From an optimization exercise on the open Yosys and OpenROAD flow, aimed at small area; shortcuts taken in it are not production practice.
The RTL was checked by simulation tests, not by an equivalence proof against the original design.
Power figures rest on the tool's default switching activity, not on a simulated workload.

<file path="config.mk">
export PLATFORM = sky130hd
export DESIGN_NAME = bf_top
export DESIGN_NICKNAME = bf_top
export VERILOG_FILES = /design/flow/design.v
export SDC_FILE = /design/flow/constraint.sdc
export NUM_CORES = 4
export LEC_CHECK = 0
export CAP_MARGIN = 20
export CORE_MARGIN = 2
export CORE_UTILIZATION = 40
export SLEW_MARGIN = 20
</file>
<file path="run.sh">
#!/bin/bash
# synth_recipe.tcl (not shown) runs the flow's synth.tcl, then flattens the netlist and writes it again
# the make line also repeats each setting of config.mk as NAME=value (left out here)
make -C /OpenROAD-flow-scripts/flow DESIGN_CONFIG=/design/flow/config.mk WORK_HOME=/design/flow/orfs CLKGATE_MAP_FILE= SYNTH_SCRIPT=/design/flow/synth_recipe.tcl finish
</file>
<file path="constraint.sdc">
create_clock -name core_clock -period 10.0 [get_ports {clk}]
set_input_delay 2.0000 -clock core_clock [delete_from_list [all_inputs] [get_ports {clk}]]
set_output_delay 2.0000 -clock core_clock [all_outputs]
set_load 0.01 [all_outputs]
</file>
<file path="design.v">
package bf_word_pkg;
   localparam int BUCKET_BITS = 4;
   localparam int NUM_BUCKETS = 12;
   localparam int EPOCH_BITS  = 8;
   localparam int TAG_BITS    = 16;
   localparam int ADDR_BITS   = 19;
   localparam int VEC_BITS   = NUM_BUCKETS * BUCKET_BITS;
   localparam int WORD_BITS  = VEC_BITS + EPOCH_BITS + TAG_BITS;   
   localparam int EPOCH_LSB  = TAG_BITS;
   localparam int BUCKET_LSB = TAG_BITS + EPOCH_BITS;
   typedef logic [BUCKET_BITS-1:0] bucket_t;
   typedef logic [VEC_BITS-1:0]    bucket_vec_t;    
   typedef logic [EPOCH_BITS-1:0]  epoch_t;
   typedef logic [TAG_BITS-1:0]    tag_t;
   typedef logic [ADDR_BITS-1:0]   sram_addr_t;
   typedef logic [WORD_BITS-1:0]   sram_word_t;
endpackage
package bf_ctrl_pkg;
   typedef logic req_kind_t;
   localparam logic KIND_INSERT = 1'b1;
   typedef enum logic [1:0] {
      SCRUB_RD,
      SCRUB_WR,
      REQ_RD,
      REQ_WR
   } engine_state_e;
endpackage
`timescale 1ns/100ps
module epoch_timer #(
   parameter int EPOCH_CYCLES = 2032
) (
   input  logic               clk,
   input  logic               rst,
   output bf_word_pkg::epoch_t epoch
);
   localparam int CNT_BITS = $clog2(EPOCH_CYCLES + 1);
   logic [CNT_BITS-1:0] cnt;
   always_ff @(posedge clk) begin
      if (rst) begin
         cnt   <= '0;
         epoch <= '0;
      end else if (cnt == CNT_BITS'(EPOCH_CYCLES - 1)) begin
         cnt   <= '0;
         epoch <= epoch + 1'b1;     
      end else begin
         cnt <= cnt + 1'b1;
      end
   end
endmodule
`timescale 1ns/100ps
module small_fifo #(
   parameter int WIDTH      = 8,
   parameter int DEPTH_BITS = 3
) (
   input  logic             clk,
   input  logic             rst,
   input  logic [WIDTH-1:0] din,
   input  logic             wr_en,
   input  logic             rd_en,
   output logic [WIDTH-1:0] dout,
   output logic             empty,
   output logic             nearly_full
);
   localparam int DEPTH = 1 << DEPTH_BITS;
   logic [WIDTH-1:0]      mem [DEPTH];
   logic [DEPTH_BITS-1:0] wr_ptr;
   logic [DEPTH_BITS-1:0] rd_ptr;
   logic [DEPTH_BITS:0]   count;
   logic                  do_wr;
   logic                  do_rd;
   assign do_rd = rd_en && !empty;
   assign do_wr = wr_en && (count != (DEPTH_BITS+1)'(DEPTH));   
   assign dout        = mem[rd_ptr];    
   assign empty       = (count == '0);
   assign nearly_full = (count >= (DEPTH_BITS+1)'(DEPTH - 1));
   always_ff @(posedge clk) begin
      if (do_wr)
         mem[wr_ptr] <= din;
   end
   always_ff @(posedge clk) begin
      if (rst) begin
         wr_ptr <= '0;
         rd_ptr <= '0;
         count  <= '0;
      end else begin
         if (do_wr)
            wr_ptr <= wr_ptr + 1'b1;
         if (do_rd)
            rd_ptr <= rd_ptr + 1'b1;
         case ({do_wr, do_rd})
            2'b10:   count <= count + 1'b1;
            2'b01:   count <= count - 1'b1;
            default: count <= count;
         endcase
      end
   end
endmodule
`timescale 1ns/100ps
module bucket_update (
   input  bf_word_pkg::sram_word_t word_in,
   input  bf_word_pkg::epoch_t     epoch,
   input  bf_word_pkg::sram_addr_t addr,
   input  logic                    do_op,
   input  bf_ctrl_pkg::req_kind_t  kind,
   output bf_word_pkg::sram_word_t word_out
);
   localparam int TOP_LSB = (bf_word_pkg::NUM_BUCKETS - 1) * bf_word_pkg::BUCKET_BITS;
   bf_word_pkg::epoch_t      age;
   bf_word_pkg::bucket_vec_t aged;
   bf_word_pkg::bucket_vec_t result;
   bf_word_pkg::bucket_t     top_b;
   bf_word_pkg::tag_t        tag;
   assign age = epoch - word_in[bf_word_pkg::EPOCH_LSB +: bf_word_pkg::EPOCH_BITS];   
   assign aged  = (age >= bf_word_pkg::EPOCH_BITS'(bf_word_pkg::NUM_BUCKETS)) ? '0 :
                  word_in[bf_word_pkg::BUCKET_LSB +: bf_word_pkg::VEC_BITS] >> (age * bf_word_pkg::BUCKET_BITS);
   assign top_b = aged[TOP_LSB +: bf_word_pkg::BUCKET_BITS];
   assign tag   = addr[bf_word_pkg::TAG_BITS-1:0];
   always_comb begin
      logic found;
      found  = 1'b0;
      result = aged;
      if (do_op) begin
         if (kind == bf_ctrl_pkg::KIND_INSERT) begin
            if (top_b != '1)
               result[TOP_LSB +: bf_word_pkg::BUCKET_BITS] = top_b + 1'b1;    
         end else begin
            for (int i = bf_word_pkg::NUM_BUCKETS - 1; i >= 0; i--) begin
               if (!found && aged[i*bf_word_pkg::BUCKET_BITS +: bf_word_pkg::BUCKET_BITS] != '0) begin
                  result[i*bf_word_pkg::BUCKET_BITS +: bf_word_pkg::BUCKET_BITS] = aged[i*bf_word_pkg::BUCKET_BITS +: bf_word_pkg::BUCKET_BITS] - 1'b1;
                  found = 1'b1;
               end
            end
         end
      end
   end
   assign word_out = {result, epoch, tag};
endmodule
`timescale 1ns/100ps
module bf_engine #(
   parameter int TABLE_DEPTH = 1024,
   parameter int SCRUB_BATCH = 6
) (
   input  logic                    clk,
   input  logic                    rst,
   input  bf_word_pkg::epoch_t     epoch,
   output logic                    sram_rd_req,
   output bf_word_pkg::sram_addr_t sram_rd_addr,
   output logic                    sram_wr_req,
   output bf_word_pkg::sram_addr_t sram_wr_addr,
   output bf_word_pkg::sram_word_t sram_wr_data,
   input  logic                    req_empty,
   output logic                    req_pop,
   input  bf_ctrl_pkg::req_kind_t  req_kind,
   input  bf_word_pkg::sram_addr_t req_hash0,
   input  bf_word_pkg::sram_addr_t req_hash1,
   input  logic                    data_empty,
   output logic                    data_pop,
   input  bf_word_pkg::sram_word_t data_word
);
   localparam int CNT_BITS = $clog2(SCRUB_BATCH + 1);
   localparam logic [CNT_BITS-1:0] LAST = CNT_BITS'(SCRUB_BATCH - 1);
   bf_ctrl_pkg::engine_state_e       state;
   bf_word_pkg::sram_addr_t          rd_ptr;      
   bf_word_pkg::sram_addr_t          wr_ptr;      
   logic [CNT_BITS-1:0] rd_cnt;
   logic [CNT_BITS-1:0] wr_cnt;
   logic                hash_sel;    
   bf_word_pkg::sram_addr_t          req_addr;
   bf_word_pkg::sram_addr_t          upd_addr;
   bf_word_pkg::sram_word_t          upd_word;
   logic                do_op;
   logic                wr_take;
   function automatic bf_word_pkg::sram_addr_t wrap_inc(input bf_word_pkg::sram_addr_t p);
      wrap_inc = (p == bf_word_pkg::ADDR_BITS'(TABLE_DEPTH - 1)) ? '0 : p + 1'b1;
   endfunction
   assign req_addr = hash_sel ? req_hash1 : req_hash0;
   assign do_op    = (state == bf_ctrl_pkg::REQ_WR);
   assign upd_addr = do_op ? req_addr : wr_ptr;
   assign wr_take  = (state == bf_ctrl_pkg::SCRUB_WR || state == bf_ctrl_pkg::REQ_WR) && !data_empty;
   assign data_pop = wr_take;
   assign req_pop  = do_op && !data_empty && hash_sel;    
   bucket_update u_update (
      .word_in  (data_word),
      .epoch    (epoch),
      .addr     (upd_addr),
      .do_op    (do_op),
      .kind     (req_kind),
      .word_out (upd_word)
   );
   always_ff @(posedge clk) begin
      if (rst) begin
         state       <= bf_ctrl_pkg::SCRUB_RD;
         rd_ptr      <= '0;
         wr_ptr      <= '0;
         rd_cnt      <= '0;
         wr_cnt      <= '0;
         hash_sel    <= 1'b0;
         sram_rd_req <= 1'b0;
         sram_wr_req <= 1'b0;
      end else begin
         sram_rd_req <= 1'b0;
         sram_wr_req <= wr_take;
         case (state)
            bf_ctrl_pkg::SCRUB_RD: begin
               sram_rd_req <= 1'b1;
               rd_ptr      <= wrap_inc(rd_ptr);
               if (rd_cnt == LAST) begin
                  rd_cnt <= '0;
                  state  <= bf_ctrl_pkg::SCRUB_WR;
               end else begin
                  rd_cnt <= rd_cnt + 1'b1;
               end
            end
            bf_ctrl_pkg::SCRUB_WR: begin
               if (wr_take) begin
                  wr_ptr <= wrap_inc(wr_ptr);
                  if (wr_cnt == LAST) begin
                     wr_cnt <= '0;
                     state  <= req_empty ? bf_ctrl_pkg::SCRUB_RD : bf_ctrl_pkg::REQ_RD;
                  end else begin
                     wr_cnt <= wr_cnt + 1'b1;
                  end
               end
            end
            bf_ctrl_pkg::REQ_RD: begin
               sram_rd_req <= 1'b1;
               state       <= bf_ctrl_pkg::REQ_WR;
            end
            bf_ctrl_pkg::REQ_WR: begin
               if (wr_take) begin
                  hash_sel <= !hash_sel;
                  state    <= hash_sel ? bf_ctrl_pkg::SCRUB_RD : bf_ctrl_pkg::REQ_RD;
               end
            end
            default: state <= bf_ctrl_pkg::SCRUB_RD;
         endcase
      end
   end
   always_ff @(posedge clk) begin
      if (state == bf_ctrl_pkg::SCRUB_RD)
         sram_rd_addr <= rd_ptr;
      else if (state == bf_ctrl_pkg::REQ_RD)
         sram_rd_addr <= req_addr;
      if (wr_take) begin
         sram_wr_addr <= upd_addr;
         sram_wr_data <= upd_word;    
      end
   end
endmodule
`timescale 1ns/100ps
module bf_top #(
   parameter int TABLE_DEPTH  = 1024,
   parameter int EPOCH_CYCLES = 2032,
   parameter int SCRUB_BATCH  = 6
) (
   input  logic                    clk,
   input  logic                    rst,
   input  logic                    req_valid,
   input  bf_ctrl_pkg::req_kind_t  req_kind,
   input  bf_word_pkg::sram_addr_t req_hash0,
   input  bf_word_pkg::sram_addr_t req_hash1,
   output logic                    req_ready,
   output logic                    sram_rd_req,
   output bf_word_pkg::sram_addr_t sram_rd_addr,
   input  bf_word_pkg::sram_word_t sram_rd_data,
   input  logic                    sram_rd_vld,
   output logic                    sram_wr_req,
   output bf_word_pkg::sram_addr_t sram_wr_addr,
   output bf_word_pkg::sram_word_t sram_wr_data
);
   localparam int REQ_BITS = 1 + 2 * bf_word_pkg::ADDR_BITS;
   bf_word_pkg::epoch_t              epoch;
   logic                req_full_n;    
   logic                req_nf;
   logic                req_empty;
   logic                req_pop;
   logic [REQ_BITS-1:0] req_dout;
   bf_ctrl_pkg::req_kind_t           q_kind;
   bf_word_pkg::sram_addr_t          q_hash0;
   bf_word_pkg::sram_addr_t          q_hash1;
   logic                data_empty;
   logic                data_pop;
   bf_word_pkg::sram_word_t          data_word;
   assign req_full_n = !req_nf;
   assign req_ready  = req_full_n;
   assign {q_kind, q_hash1, q_hash0} = req_dout;
   epoch_timer #(.EPOCH_CYCLES(EPOCH_CYCLES)) u_timer (
      .clk   (clk),
      .rst   (rst),
      .epoch (epoch)
   );
   small_fifo #(.WIDTH(REQ_BITS), .DEPTH_BITS(3)) req_queue (
      .clk         (clk),
      .rst         (rst),
      .din         ({req_kind, req_hash1, req_hash0}),
      .wr_en       (req_valid && req_full_n),
      .rd_en       (req_pop),
      .dout        (req_dout),
      .empty       (req_empty),
      .nearly_full (req_nf)
   );
   small_fifo #(.WIDTH(bf_word_pkg::WORD_BITS), .DEPTH_BITS(3)) rd_queue (
      .clk         (clk),
      .rst         (rst),
      .din         (sram_rd_data),
      .wr_en       (sram_rd_vld),
      .rd_en       (data_pop),
      .dout        (data_word),
      .empty       (data_empty),
      .nearly_full ()
   );
   bf_engine #(.TABLE_DEPTH(TABLE_DEPTH), .SCRUB_BATCH(SCRUB_BATCH)) u_engine (
      .clk        (clk),
      .rst        (rst),
      .epoch      (epoch),
      .sram_rd_req  (sram_rd_req),
      .sram_rd_addr (sram_rd_addr),
      .sram_wr_req  (sram_wr_req),
      .sram_wr_addr (sram_wr_addr),
      .sram_wr_data (sram_wr_data),
      .req_empty  (req_empty),
      .req_pop    (req_pop),
      .req_kind   (q_kind),
      .req_hash0  (q_hash0),
      .req_hash1  (q_hash1),
      .data_empty (data_empty),
      .data_pop   (data_pop),
      .data_word  (data_word)
   );
endmodule
</file>
==> results.cfg <==
[outcome]
run_status = finished clean

[grt]
grt_first_pass_wirelength_mm = 145
grt_max_degree = 63
grt_pass1_vias = 22500
grt.total_usage = 0.191
grt-ovfl-total = 0
antenna_found_initial = 13

[power]
seqPwrFrac = 0.510
powerDensity_mw_per_mm2 = 187
pwr-share-clk = 0.427
p_sw_frac = 0.219
internal-power_uw = 6800
max-vdd-ir-drop_mv = 0.144
pwr-share-comb = 0.063
p_switching_uw = 1900
p_leak_uw = 0.0150

[cts]
clock_path_buffers = 3
clock-sinks = 948
clk_pin_slew_ps = 60
ctsHoldBuffers = 0
cts_tree = yes
cts.htree.levels = 3
insertion_delay_ps = 690
cts_resized = 0
cts_root_buf = clkbuf_16
cts_setup_buffers = 0
cts_inserted_buffers = 100

[timing]
fin_hold_ws_ps = 469
finalSetupViolCount = 0
post-route-period-util = 0.716
setup_tns_ps = 0
slew_violations = 0
worst_pin_slew_ps = 1060
relSlewSlack = 0.294
finalCriticalPeriod_ps = 7160
rsz0062_at_grt = false
timing.clock.skew_ps = 27.1
finalHoldViolCount = 0
fmax_mhz = 140

[yosys]
syn-num-nets = 2496
syn_avg_cell_area_sq_um = 17.0
yosysMostFrequentCell = edfxtp_1
yosysWarnings = 5
ys_ff_latch = 948
async_flop_share = 0
syn_area_sq_mm = 0.0397
synth_edf_count = 854
synth_largest_area_cell = edfxtp_1
ys_top_cells_by_area = edfxtp_1 (65%), mux4_2 (12%), dfxtp_1 (4.7%)
yosysSeqAreaShare = 0.694
ys_top_cells_by_count = edfxtp_1 (854), mux4_2 (205), nand2_1 (182), nor2_1 (176), dfxtp_1 (94)
synth.top_cell.area_share = 0.647
synth_cell_types = 91
synth_ff_type = edfxtp_1
postSynthCellCount = 2339

[critical_path]
critPathMaxFanout = 42
start_kind = flop
slowest_delay_ps = 890
arrival_ps = 7580
endpoint_kind = flop
crit_type = flop to flop
crit_required_ps = 10410
path_cells = buf_4 > mux4_2 > mux2i_1 > ha_1 > o211ai_1 > a211oi_1 > o21ai_1 > nor3_1 > inv_1 > ha_1 > and2_1 > o2111ai_1 > or4b_4 > or4b_1 > nor4b_4 > xor2_1
crit_top_cell = ha_1
cp_slowest_cell = dfxtp_4

[die]
die-area_sq_mm = 0.102
io_pins = 228
die_w_microns = 319
die_h_microns = 319
start_util = 0.404
core_sq_mm = 0.0983
rows = 115

[routing]
num_vias = 21900
wl_per_cell_microns = 24.5
ant_nets = 0
drt_iter0_markers = 1997
wl_mm = 97.1
drc = 0
viasPerCell = 5.52
firstDrtPassIters = 5

[cells_and_area]
layout-drive-gt1-share = 0.186
layout.nets = 2739
area_growth_pct = 17.6

[place]
routabilityCongestion = 0.909
hpwl_mm = 61.1
io_buffers = 211

[min_path]
worstHoldPathType = flop to flop

[run]
drv_cap = 0
[metrics by stage]
| step | total power, uW | util | instances | area [sq um] | worst slack [ps] |
|---|---|---|---|---|---|
| floorplan | 4830 | - | 2339 | 39700 | 1670 |
| global placement | 5050 | 0.441 | 3767 | 43300 | 2840 |
| detailed placement | 5070 | 0.441 | 3767 | 43300 | 2740 |
| CTS | 8780 | 0.474 | 3955 | 46600 | 2730 |
| global route | 8990 | 0.474 | 3956 | 46600 | 2280 |
| finish | 8710 | 0.474 | 3957 | 46600 | 2840 |
[worst max-delay path, delay by kind of cell (launching register included)]
kind	cells	cell delay [ps]
adders and majority gates	2	490
muxes	2	840
xor gates and xnor gates	1	100
DFF	1	890
and+or+nand+nor	5	2160
buffers and inverters	2	870
AOI/OAI and AO/OA	4	1490
[worst paths after layout]
check | start | endpoint | slack [ps] | cells past startpoint
max | flop | u_engine.sram_wr_data[39] | 2840 | 16
min | u_timer.cnt[0] | u_timer.cnt[0] | 470 | 1
max reg2reg | flop | u_engine.sram_wr_data[39] | 2840 | 16
min reg2reg | u_timer.cnt[0] | u_timer.cnt[0] | 470 | 1
[cell families (layout without fill, tap and decap cells)]
logic type,after synthesis,after routing,synth area share
AO/OA/AOI/OAI,229,229,0.0393
AND/OR/NAND/NOR,540,540,0.0627
buffers and inverters,154,483,0.0180
adder cells (fa/ha/maj),42,42,0.0138
flip-flops,948,948,0.694
other,0,2,0
multiplexers,332,332,0.151
XOR/XNOR,94,94,0.0208
[cell usage in the layout (no fill, tap or decap), drive strengths merged, types with 39 or more instances in the layout]
master and count:
nand2 183, mux4 206, clkdlybuf4s50 210, dfxtp 94
mux2 54, nor2 176, xor2 63, clkinv 48
clkbuf 125, a21oi 51, o21ai 46, edfxtp 854
mux2i 72, buf 50, ha 39
[per-layer routing]
layer	routed length (microns)	GRT usage	vias up
li1	-	-	9742
met1	40400	0.249	11300
met2	48800	0.329	637
met3	5660	0.0357	148
met4	2140	0.0493	14
met5	92	0	-
[registers in the layout, summed over array words and instances, names as in the netlist, named ones only]
signal                 count
rd_queue.count             4
rd_queue.mem             448
rd_queue.rd_ptr            3
rd_queue.wr_ptr            3
req_queue.count            4
req_queue.mem            312
req_queue.rd_ptr           3
req_queue.wr_ptr           3
u_engine.hash_sel          1
u_engine.rd_cnt            3
u_engine.rd_ptr           19
u_engine.sram_rd_addr     19
u_engine.sram_rd_req       1
u_engine.sram_wr_addr      3
u_engine.sram_wr_data     72
u_engine.sram_wr_req       1
u_engine.state             2
u_engine.wr_cnt            3
u_engine.wr_ptr           19
u_timer.cnt               11
u_timer.epoch              8
[layout make-up]
class / count / area [sq um]
fillers: 8274 / 51600
flip-flops and latches: 948 / 27500
multi-input cells: 1237 / 11500
clock buffers: 125 / 2650
repair buffers: 260 / 2470
well taps: 1287 / 1610
clock inverters: 63 / 678
inverters: 35 / 134
diodes: 2 / 5.00
[power groups by stage]
stage	clock [uW]	sequential (uW)	combinational, uW
3_3_place_gp	0	4510	541
5_1_grt	3960	4440	591
3_5_place_dp	0	4520	549
2_1_floorplan	0	4520	304
6_report	3720	4440	552
4_1_cts	3800	4440	551

port drivers added, routing unchanged:
The flow's constraints put no driver on any port. The routed layout listed below was extracted and timed again, unchanged, in two steps. Step 1: set_driving_cell puts a clkbuf_16 on clk and a buf_2 on each other input, an assumption about the parent block. Step 2 also shifts input and output timing later by t, the mid clock arrival at the registers, as if the neighbouring blocks saw the same clock. Three values: ideal, step 1, step 2; two values: the first two.
t, ns: 0.736
setup slack, ns: 2.835 / 2.835 / 2.835
worst setup path at the end: register to register
slew at the worst register clock pin (ns): 0.06 / 0.06
worst slew at a driven data input, ns: 0.14
After both steps this run still meets setup and hold. The setup slack of this run moves by 0.000 ns with the drivers and by 0.000 ns with both steps.
